Context: an optimization exercise on an open-source flow, tuned for small area, a short achievable clock period and few clock cycles. The choices shown serve that exercise and are no tape-out recipe.
Where RTL was checked, it was by simulation tests only, not by an equivalence proof against the original.
Power figures rest on the tool's default switching activity, not on a simulated workload.

Setup of v25:
## blob_tracker_top
module blob_tracker_top (
	input  logic          crystal_clk_div_by_two,
	input  logic          reset,
	input  logic          start,
	input  logic          select_mode,	 
	input  logic          report_mode,	 
	input  logic [15:0]   minimum_blob_size,
	input  logic [15:0]   blob_count,
	output logic          psel,
	output logic          penable,
	output logic          pwrite,
	output logic [17:0]   paddr,
	output logic [31:0]   pwdata,
	input  logic [31:0]   prdata,
	input  logic          pready,
	output logic [191:0]  centroids,	 
	output logic          done
);
export LEC_CHECK = 0
export CAP_MARGIN = 20
export CORE_MARGIN = 2
export CORE_UTILIZATION = 40
export SETUP_SLACK_MARGIN = 4.7
export SLEW_MARGIN = 20
create_clock -name core_clock -period 8.0 [get_ports {crystal_clk_div_by_two}]
standard.sh (not shown) runs the stock make flow with config.mk's settings and CLKGATE_MAP_FILE= SYNTH_SCRIPT=/design/flow/synth_recipe.tcl, a recipe that flattens the netlist after the stock synthesis.
==> flow/flow/run.sh <==
#!/bin/bash
set -euo pipefail
export BUFFER_PORTS_ARGS="-buffer_cell sky130_fd_sc_hd__buf_1"
export CTS_ARGS="-sink_clustering_enable -repair_clock_nets -dont_use_dummy_load -sink_clustering_size 24 -sink_clustering_max_diameter 80"
bash standard.sh > standard.log 2>&1
Testbench counts of v25, summed over its fixed seeds: cycles 21,470.
> inputs changed (v25 -> v29)
Settings: SETUP_SLACK_MARGIN now 4.8, was 4.7.
## What came out
- Wire length of the first global-routing pass deteriorates in v29 relative to v25.
- Share of synthesized area occupied by flip-flops and latches: v29 vs v25 identical
- v29 improves on v25 in time the final worst path needs with I/O delays and setup.
- v29: buffers inserted during post-CTS setup optimization higher than v25
- [compare] base=v25 new=v29: cell count increased 11; post-placement cell count shows no meaningful change; worst setup slack went up by 0.033 ns; overall power up 1.9%.

========
The RTL this note starts from:
==> flow/design.v <==
`timescale 1ns/1ps
`timescale 1ns/1ps
`timescale 1ns/1ps
`timescale 1ns/1ps
`timescale 1ns/1ps
module blob_tracker_top (
	input  logic          crystal_clk_div_by_two,
	input  logic          reset,
	input  logic          start,
	input  logic          select_mode,	 
	input  logic          report_mode,	 
	input  logic [15:0]   minimum_blob_size,
	input  logic [15:0]   blob_count,
	output logic          psel,
	output logic          penable,
	output logic          pwrite,
	output logic [17:0]   paddr,
	output logic [31:0]   pwdata,
	input  logic [31:0]   prdata,
	input  logic          pready,
	output logic [191:0]  centroids,	 
	output logic          done
);
	localparam [1:0] PH_IDLE = 2'd0, PH_SCAN = 2'd1, PH_REP = 2'd2, PH_DONE = 2'd3;
	localparam [7:0] MAX_HEIGHT = 8'd120;	 
	logic [1:0]   ph;
	logic         w1;	 
	logic         ins;	 
	logic         sel_q;	 
	logic         rmode_q;	 
	logic [2:0]   code;	 
	logic [15:0]  mreg;	 
	logic [15:0]  nidx;	 
	logic         lastq;	 
	logic [2:0]   k;	 
	logic         cur_row;	 
	logic         rdp;	 
	logic [191:0] slots;
	assign centroids = slots;
	assign pwdata    = {mreg, 16'h0000};
	assign done      = (ph == PH_DONE);
	logic cpl;	 
	logic bus_free;	 
	assign cpl      = psel && penable && pready;
	assign bus_free = !psel || (penable && pready);
	logic [7:0] pcode;
	logic       rel;
	assign pcode = prdata[7:0];
	assign rel = rmode_q ? (pcode[7:2] == 6'd0 && (pcode[1] ^ pcode[0]))
	                     : (pcode[7:3] == 5'd0 && pcode[2:0] != 3'd0 && pcode[2:0] != 3'd7);
	logic [15:0] pmetric;
	always_comb begin
		if (sel_q)
			pmetric = (prdata[23:16] > MAX_HEIGHT) ? 16'd0 : {8'd0, prdata[23:16]};
		else
			pmetric = prdata[15:0];
	end
	logic [5:0] beats;
	for (genvar s = 0; s < 6; s++) begin : g_cmp
		bt_gt16 u_gt (.a(mreg), .b(slots[32*s+16 +: 16]), .gt(beats[s]));
	end
	logic cand_row;	 
	assign cand_row = rmode_q ? (code == 3'd2) : (code >= 3'd4);
	logic [5:0] ld;	 
	logic [5:0] sh;	 
	logic [31:0] fresh;
	logic [15:0] tail_n;
	logic        tail_full;
	logic [17:0] rep_addr;	 
	logic        rot;	 
	assign tail_n    = cur_row ? slots[5*32 +: 16] : slots[2*32 +: 16];
	assign tail_full = (tail_n != 16'd0);
	assign rep_addr  = 18'h000ff + {1'b0, tail_n, 1'b0} + {2'b0, tail_n};
	assign rot = (ph == PH_REP) && (rdp ? cpl : (k != 3'd6 && !tail_full && !ins));
	logic scan_end;
	assign scan_end = (ph == PH_SCAN) && cpl && lastq && (w1 || !rel);
	always_comb begin
		ld = 6'd0;
		sh = 6'd0;
		if (ph == PH_IDLE) begin
			ld = 6'b111111;
		end else begin
			if (ins) begin
				if (!rmode_q) begin
					for (int s = 0; s < 6; s++)
						if (code == 3'(s + 1) && beats[s])
							ld[s] = 1'b1;
				end else begin
					for (int r = 0; r < 2; r++)
						if (cand_row == r) begin
							ld[3*r]   = beats[3*r];
							sh[3*r+1] = beats[3*r];
							ld[3*r+1] = beats[3*r+1] && !beats[3*r];
							sh[3*r+2] = beats[3*r+1];
							ld[3*r+2] = beats[3*r+2] && !beats[3*r+1];
						end
				end
			end
			if (rot) begin
				ld[3*cur_row]   = 1'b1;
				sh[3*cur_row+1] = 1'b1;
				sh[3*cur_row+2] = 1'b1;
			end
		end
	end
	always_comb begin
		if (ph == PH_IDLE)
			fresh = {minimum_blob_size, 16'd0};
		else if (ins || ph != PH_REP)
			fresh = {mreg, nidx};
		else
			fresh = rdp ? prdata : 32'd0;
	end
	always_ff @(posedge crystal_clk_div_by_two) begin
		for (int s = 0; s < 6; s++) begin
			if (sh[s])
				slots[32*s +: 32] <= slots[32*(s-1) +: 32];
			else if (ld[s])
				slots[32*s +: 32] <= fresh;
		end
	end
	logic [15:0] nidx_inc;
	logic        next_rec;	 
	logic        eq_cur, eq_inc, eq_one;
	assign nidx_inc = nidx + 16'd1;
	assign next_rec = (ph == PH_SCAN) && (ins || (cpl && !w1 && !rel));
	assign eq_cur   = (nidx == blob_count);
	assign eq_inc   = (nidx_inc == blob_count);
	assign eq_one   = (blob_count == 16'd1);
	always_ff @(posedge crystal_clk_div_by_two) begin
		if (ph == PH_IDLE) begin
			nidx  <= 16'd1;
			lastq <= eq_one;
		end else if (next_rec) begin
			nidx  <= nidx_inc;
			lastq <= eq_inc;
		end else begin
			lastq <= eq_cur;
		end
	end
	always_ff @(posedge crystal_clk_div_by_two) begin
		if (reset) begin
			psel    <= 1'b0;
			penable <= 1'b0;
		end else if (psel && !penable) begin
			penable <= 1'b1;
		end else if (bus_free) begin
			psel    <= 1'b0;
			penable <= 1'b0;
		end
		ins <= 1'b0;
		if (reset || !start) begin
			ph <= PH_IDLE;
		end else begin
			case (ph)
				PH_IDLE: begin
					sel_q   <= select_mode;
					rmode_q <= report_mode;
					paddr   <= 18'h00100;
					w1      <= 1'b0;
					k       <= 3'd0;
					rdp     <= 1'b0;
					if (blob_count == 16'd0) begin
						ph      <= PH_REP;
						cur_row <= 1'b0;
					end else if (bus_free) begin
						ph     <= PH_SCAN;
						psel   <= 1'b1;
						pwrite <= 1'b0;
					end
				end
				PH_SCAN: begin
					if (cpl) begin
						if (!w1) begin
							code <= pcode[2:0];
							if (rel) begin
								w1    <= 1'b1;
								paddr <= paddr + 18'd1;
								psel  <= 1'b1;
							end else if (!lastq) begin
								paddr <= paddr + 18'd3;
								psel  <= 1'b1;
							end
						end else begin
							mreg <= pmetric;
							ins  <= 1'b1;
							w1   <= 1'b0;
							if (!lastq) begin
								paddr <= paddr + 18'd2;
								psel  <= 1'b1;
							end
						end
					end
					if (scan_end) begin
						ph      <= PH_REP;
						cur_row <= !cand_row;
						if ((cand_row ? slots[2*32 +: 16] : slots[5*32 +: 16]) != 16'd0) begin
							paddr <= 18'h000ff + {1'b0, cand_row ? slots[2*32 +: 16] : slots[5*32 +: 16], 1'b0}
							       + {2'b0, cand_row ? slots[2*32 +: 16] : slots[5*32 +: 16]};
							psel  <= 1'b1;
							rdp   <= 1'b1;
						end
					end
				end
				PH_REP: begin
					if (rdp) begin
						if (cpl) begin
							mreg   <= prdata[31:16];
							pwrite <= 1'b1;
							psel   <= 1'b1;
							rdp    <= 1'b0;
							k      <= k + 3'd1;
							if (k == 3'd2)
								cur_row <= !cur_row;
						end
					end else if (k != 3'd6) begin
						if (tail_full) begin
							if (bus_free) begin
								paddr  <= rep_addr;
								pwrite <= 1'b0;
								psel   <= 1'b1;
								rdp    <= 1'b1;
							end
						end else if (!ins) begin
							k <= k + 3'd1;
							if (k == 3'd2)
								cur_row <= !cur_row;
						end
					end else if (bus_free) begin
						ph <= PH_DONE;
					end
				end
				default: ;	 
			endcase
		end
	end
endmodule
module bt_gt16 (
	input  logic [15:0] a,
	input  logic [15:0] b,
	output logic        gt
);
	logic [15:0] g0, l0;
	logic [7:0]  g1, l1;
	logic [3:0]  g2, l2;
	logic [1:0]  g3, l3;
	always_comb begin
		g0 = a & ~b;
		l0 = ~a & b;
		for (int i = 0; i < 8; i++) begin
			g1[i] = g0[2*i+1] | (~l0[2*i+1] & g0[2*i]);
			l1[i] = l0[2*i+1] | (~g0[2*i+1] & l0[2*i]);
		end
		for (int i = 0; i < 4; i++) begin
			g2[i] = g1[2*i+1] | (~l1[2*i+1] & g1[2*i]);
			l2[i] = l1[2*i+1] | (~g1[2*i+1] & l1[2*i]);
		end
		for (int i = 0; i < 2; i++) begin
			g3[i] = g2[2*i+1] | (~l2[2*i+1] & g2[2*i]);
			l3[i] = l2[2*i+1] | (~g2[2*i+1] & l2[2*i]);
		end
		gt = g3[1] | (~l3[1] & g3[0]);
	end
endmodule
make LEC_CHECK=0 CAP_MARGIN=20 CORE_MARGIN=2 CORE_UTILIZATION=40 SLEW_MARGIN=20 finish   # period 8.0 ns
run.sh (not shown) runs the stock make flow with config.mk's settings and CLKGATE_MAP_FILE= SYNTH_SCRIPT=/design/flow/synth_recipe.tcl, a recipe that flattens the netlist after the stock synthesis.
Stock flow here: none of the scripts above is used.
Edit:
Settings changed: ABC_CLOCK_PERIOD_IN_PS from default to 3000, SETUP_SLACK_MARGIN from default to 5.
Result: Routed wire length grows by 21%. Utilization grows by 12 points. Combinational power grows by about 45%. Final cell count grows by about 13%. Setup slack improved by 1.1 ns. Synthesized area stays the same. Via count grows by 15%. Flip-flop and latch count is unchanged. Global-route usage grows by 4.1 points. Hold slack got worse by 0.0064 ns. Synthesized cell count does not change.
No run of this note included a check of the RTL's function; only the layout flow was run.

========
## job 101
Another version of the RTL of blob_tracker_top (not shown whole).
Size in the first run: roughly 1500 cells after synthesis, about 320 I/O pins, roughly 15000 um^2 of cells after synthesis.
==> flow/config.mk <==
export PLATFORM = sky130hd
export DESIGN_NAME = blob_tracker_top
export DESIGN_NICKNAME = blob_tracker_top
export VERILOG_FILES = /design/flow/design.v
export SDC_FILE = /design/flow/constraint.sdc
export NUM_CORES = 4
export LEC_CHECK = 0
export CAP_MARGIN = 20
export CORE_MARGIN = 2
export CORE_UTILIZATION = 40
export SETUP_SLACK_MARGIN = 5
export SLEW_MARGIN = 20
==> flow/constraint.sdc <==
create_clock -name core_clock -period 8.0 [get_ports {crystal_clk_div_by_two}]
set_input_delay 1.6000 -clock core_clock [delete_from_list [all_inputs] [get_ports {crystal_clk_div_by_two}]]
set_output_delay 1.6000 -clock core_clock [all_outputs]
set_load 0.01 [all_outputs]
standard.sh (not shown) runs the stock make flow with config.mk's settings and CLKGATE_MAP_FILE= SYNTH_SCRIPT=/design/flow/synth_recipe.tcl, a recipe that flattens the netlist after the stock synthesis.
Scripts as last shown in full above: flow/flow/run.sh
Job 101 completed end to end with timing, DRC and antenna clean.
Testbench counts of job 101, summed over its fixed seeds: cycles 21,467.
What job 102 does differently from job 101 at the input level:
Settings: SETUP_SLACK_MARGIN now 4.8, was 5.
Notes after the runs:
- met1 wire length shrinks slightly when moving from job 101 to job 102.
- From job 101 to job 102, adder-cell share of the synthesized area did not move at all.
- Delta (job 102 minus job 101): switching power of the nets shrank by 0.000028 W, cell count has decreased.
- Setup WNS job 101 -> job 102: worse
- Comparing job 102 against job 101, there is no change at all in row count.

## static timing again, ports no longer ideal
The results above use ideal ports. As a check the final layouts listed here were re-extracted and re-timed, cells and wires unchanged.
Step 1 (the two cells are an assumption about what drives the block):
set clk [get_ports {crystal_clk_div_by_two}]
set_driving_cell -lib_cell sky130_fd_sc_hd__clkbuf_16 $clk
set_driving_cell -lib_cell sky130_fd_sc_hd__buf_2 [delete_from_list [all_inputs] $clk]
Step 2 times the ports against the registers' clock, not the clock port: input delays grow and output delays shrink by t, the midpoint of the rising clock arrivals with the driver on.
Slacks: ideal ports / drivers / drivers and shift; pairs: ideal ports / drivers.
| run | t (ns) | slack for setup (ns) | latest minus earliest clock arrival (ns) | worst register clock-pin slew, ns | worst data-port slew with drivers (ns) |
|---|---|---|---|---|---|
| v25 | 0.556 | 4.770 / 4.801 / 4.244 | 0.055 / 0.055 | 0.10 / 0.10 | 0.05 |
| v29 | 0.552 | 4.803 / 4.822 / 4.270 | 0.036 / 0.036 | 0.10 / 0.10 | 0.09 |
| the first run of note 2 | 0.639 | 3.250 / 3.250 / 2.747 | 0.050 / 0.051 | 0.07 / 0.07 | 0.12 |
| the second run of note 2 | 0.636 | 4.339 / 4.339 / 4.000 | 0.024 / 0.024 | 0.07 / 0.07 | 0.12 |
| job 101 | 0.562 | 4.999 / 4.982 / 4.486 | 0.037 / 0.038 | 0.10 / 0.10 | 0.08 |
| job 102 | 0.546 | 4.884 / 4.909 / 4.362 | 0.025 / 0.025 | 0.09 / 0.09 | 0.05 |
After both steps setup and hold are still met in every run listed. The setup slack of v29, which loses most, moves by +0.019 ns with the drivers and by -0.533 ns with both steps.
